Background: an optimization exercise with open tools, aiming at small area, a short achievable clock period and few clock cycles per item. Do not read the settings as production practice.
At most, simulation tests tie the RTL to the original design; equivalence was not proved.

// minmax_two_level_quantizer_core
module minmax_two_level_quantizer_core (
    input  logic               aclk,
    input  logic               aresetn,
    input  logic               s_valid,
    output logic               s_ready,
    input  logic [1:0]         s_mode,
    input  logic               s_first,
    input  logic signed [31:0] s_sample,
    input  logic [7:0]         s_coarse_in,
    input  logic [7:0]         s_fine_in,
    output logic               m_valid,
    input  logic               m_ready,
    output logic [7:0]         m_coarse_code,
    output logic [7:0]         m_fine_code,
    output logic signed [31:0] m_value,
    output logic               m_error
);
    localparam logic [2:0] ST_IDLE = 3'd0;
    localparam logic [2:0] ST_ENC  = 3'd1;
    localparam logic [2:0] ST_DEC  = 3'd2;
    localparam logic [2:0] ST_DFIN = 3'd4;
    localparam logic [19:0] DIV = 20'd65025;
    logic [2:0]         st_reg;
    logic [5:0]         cnt_reg;
    logic               ei_reg;
    logic               ecin_reg;
    logic signed [31:0] lo_reg, hi_reg;
    logic [39:0]        rem_reg;
    logic [31:0]        x_reg;
    logic [15:0]        p_reg;
    logic [17:0]        p3_reg;
    logic               dfst_reg;
    logic [3:0]         vo_reg;
  ...
Size: roughly 3300 cells after synthesis, about 190 flip-flops, ~22000 um^2 of cells after synthesis.
make LEC_CHECK=0 ABC_AREA=1 CAP_MARGIN=5 CORE_MARGIN=2 CORE_UTILIZATION=45 SETUP_SLACK_MARGIN=4.8 SLEW_MARGIN=5 TNS_END_PERCENT=100 finish   # period 8.5 ns
run.sh (not shown) runs the stock make flow with config.mk's settings and CLKGATE_MAP_FILE= SYNTH_SCRIPT=/design/flow/synth_recipe.tcl, a recipe that flattens the netlist after the stock synthesis.
==> next run, changes <==
--- a/flow/config.mk
+++ b/flow/config.mk
@@ -8,3 +8,3 @@
 export ABC_AREA = 1
-export CAP_MARGIN = 5
+export CAP_MARGIN = 20
 export CORE_MARGIN = 2
@@ -12,3 +12,3 @@
 export SETUP_SLACK_MARGIN = 4.8
-export SLEW_MARGIN = 5
+export SLEW_MARGIN = 20
 export TNS_END_PERCENT = 100
=> Design area rose slightly; first-iteration DRC count is higher slightly; die area is unchanged; synthesized area stays the same.
No run of this note included a check of the RTL's function; only the layout flow was run.

---

Setup of nickel:
Another version of the RTL of minmax_two_level_quantizer_core (not shown whole).
For scale: ~3100 cells after synthesis, roughly 190 flip-flops, ~110 I/O pins, ~20000 um2 of cells after synthesis.
Design minmax_two_level_quantizer_core, start of the top module:
module minmax_two_level_quantizer_core (
    input  logic               aclk,
    input  logic               aresetn,
    input  logic               s_valid,
    output logic               s_ready,
    input  logic [1:0]         s_mode,
    input  logic               s_first,
    input  logic signed [31:0] s_sample,
    input  logic [7:0]         s_coarse_in,
    input  logic [7:0]         s_fine_in,
    output logic               m_valid,
    input  logic               m_ready,
    output logic [7:0]         m_coarse_code,
    output logic [7:0]         m_fine_code,
    output logic signed [31:0] m_value,
    output logic               m_error
);
    localparam logic [2:0] ST_IDLE = 3'd0;
    localparam logic [2:0] ST_ENC  = 3'd1;
    localparam logic [2:0] ST_DEC  = 3'd2;
    localparam logic [2:0] ST_DFIN = 3'd4;
    localparam logic [19:0] DIV = 20'd65025;
    logic [2:0]         st_reg;
    logic [5:0]         cnt_reg;
    logic               ei_reg;
    logic               ecin_reg;
    logic signed [31:0] lo_reg, hi_reg;
    logic [39:0]        rem_reg;
    logic [31:0]        x_reg;
    logic [15:0]        p_reg;
    logic [17:0]        p3_reg;
    logic               dfst_reg;
    logic [3:0]         vo_reg;
    logic [7:0]         est_reg;
    logic               err_reg;
    logic               mv_reg;
    logic               vsel_reg;
    logic               csel_reg;
    logic [2:0]         st_next;
    logic [5:0]         cnt_next;
    logic               ei_next;
    logic               ecin_next;
    logic signed [31:0] lo_next, hi_next;
    logic [39:0]        rem_next;
    logic [31:0]        x_next;
    logic [15:0]        p_next;
    logic               dfst_next;
    logic [3:0]         vo_next;
    logic [7:0]         est_next;
  ...
make LEC_CHECK=0 ABC_AREA=1 CAP_MARGIN=5 CORE_MARGIN=2 CORE_UTILIZATION=45 SETUP_SLACK_MARGIN=4.4 SLEW_MARGIN=5 TNS_END_PERCENT=100 finish   # period 8.5 ns
Testbench counts of nickel, summed over its fixed seeds: cycles 35,207, items 3,840.
The following lists how tundra was set up differently from nickel:
Settings: SETUP_SLACK_MARGIN: 4.4 -> 4.6.
Findings:
Summary of tundra over nickel: largest fanout of any net on the critical path increased 4, final standard cell area without fillers increased about 3%, post-detailed-routing wire length increased about 2.2%, number of standard cells in the final layout excluding fillers increased about 0.7%, final-stage net count increased 24.
Here is what was changed in the inputs of onyx compared with tundra.
Settings: SETUP_SLACK_MARGIN: 4.6 -> 4.8.
[summary]
Count of clock-buffer cells in the layout in onyx vs tundra: down 4
The higher count of cell instances traversed by the critical path of tundra and onyx is in onyx.
All of tundra and onyx finish clean.
Taking tundra as the reference, in onyx final-layout worst hold slack now larger; wire length now larger.

==> what the ideal ports hide <==
No port has a modelled driver above. Below, the same layouts with a new extraction and two added sets of constraints.
Step 1 assumes that a clkbuf_16 drives the clock port and a buf_2 every other input.
Step 2 adds t to the input delays and takes it off the output delays; t is the mean of the earliest and latest rising clock arrival at the registers after step 1. Input paths then give back, and output paths get back, about the clock's delay inside the block.
Three values: ideal, step 1, step 2; two values: the first two.
run	t (ns)	setup WS [ns]	worst setup path at the end
the first run of note 1	0.569	4.605 / 4.605 / 4.307	input to register
the second run of note 1	0.575	4.504 / 4.504 / 4.298	input to register
nickel	0.583	4.445 / 4.435 / 3.903	input to register
tundra	0.574	4.612 / 4.555 / 4.206	input to register
onyx	0.584	4.672 / 4.672 / 4.308	input to register
After both steps setup and hold are still met in every run listed. The setup slack of nickel, which loses most, moves by -0.010 ns with the drivers and by -0.542 ns with both steps.
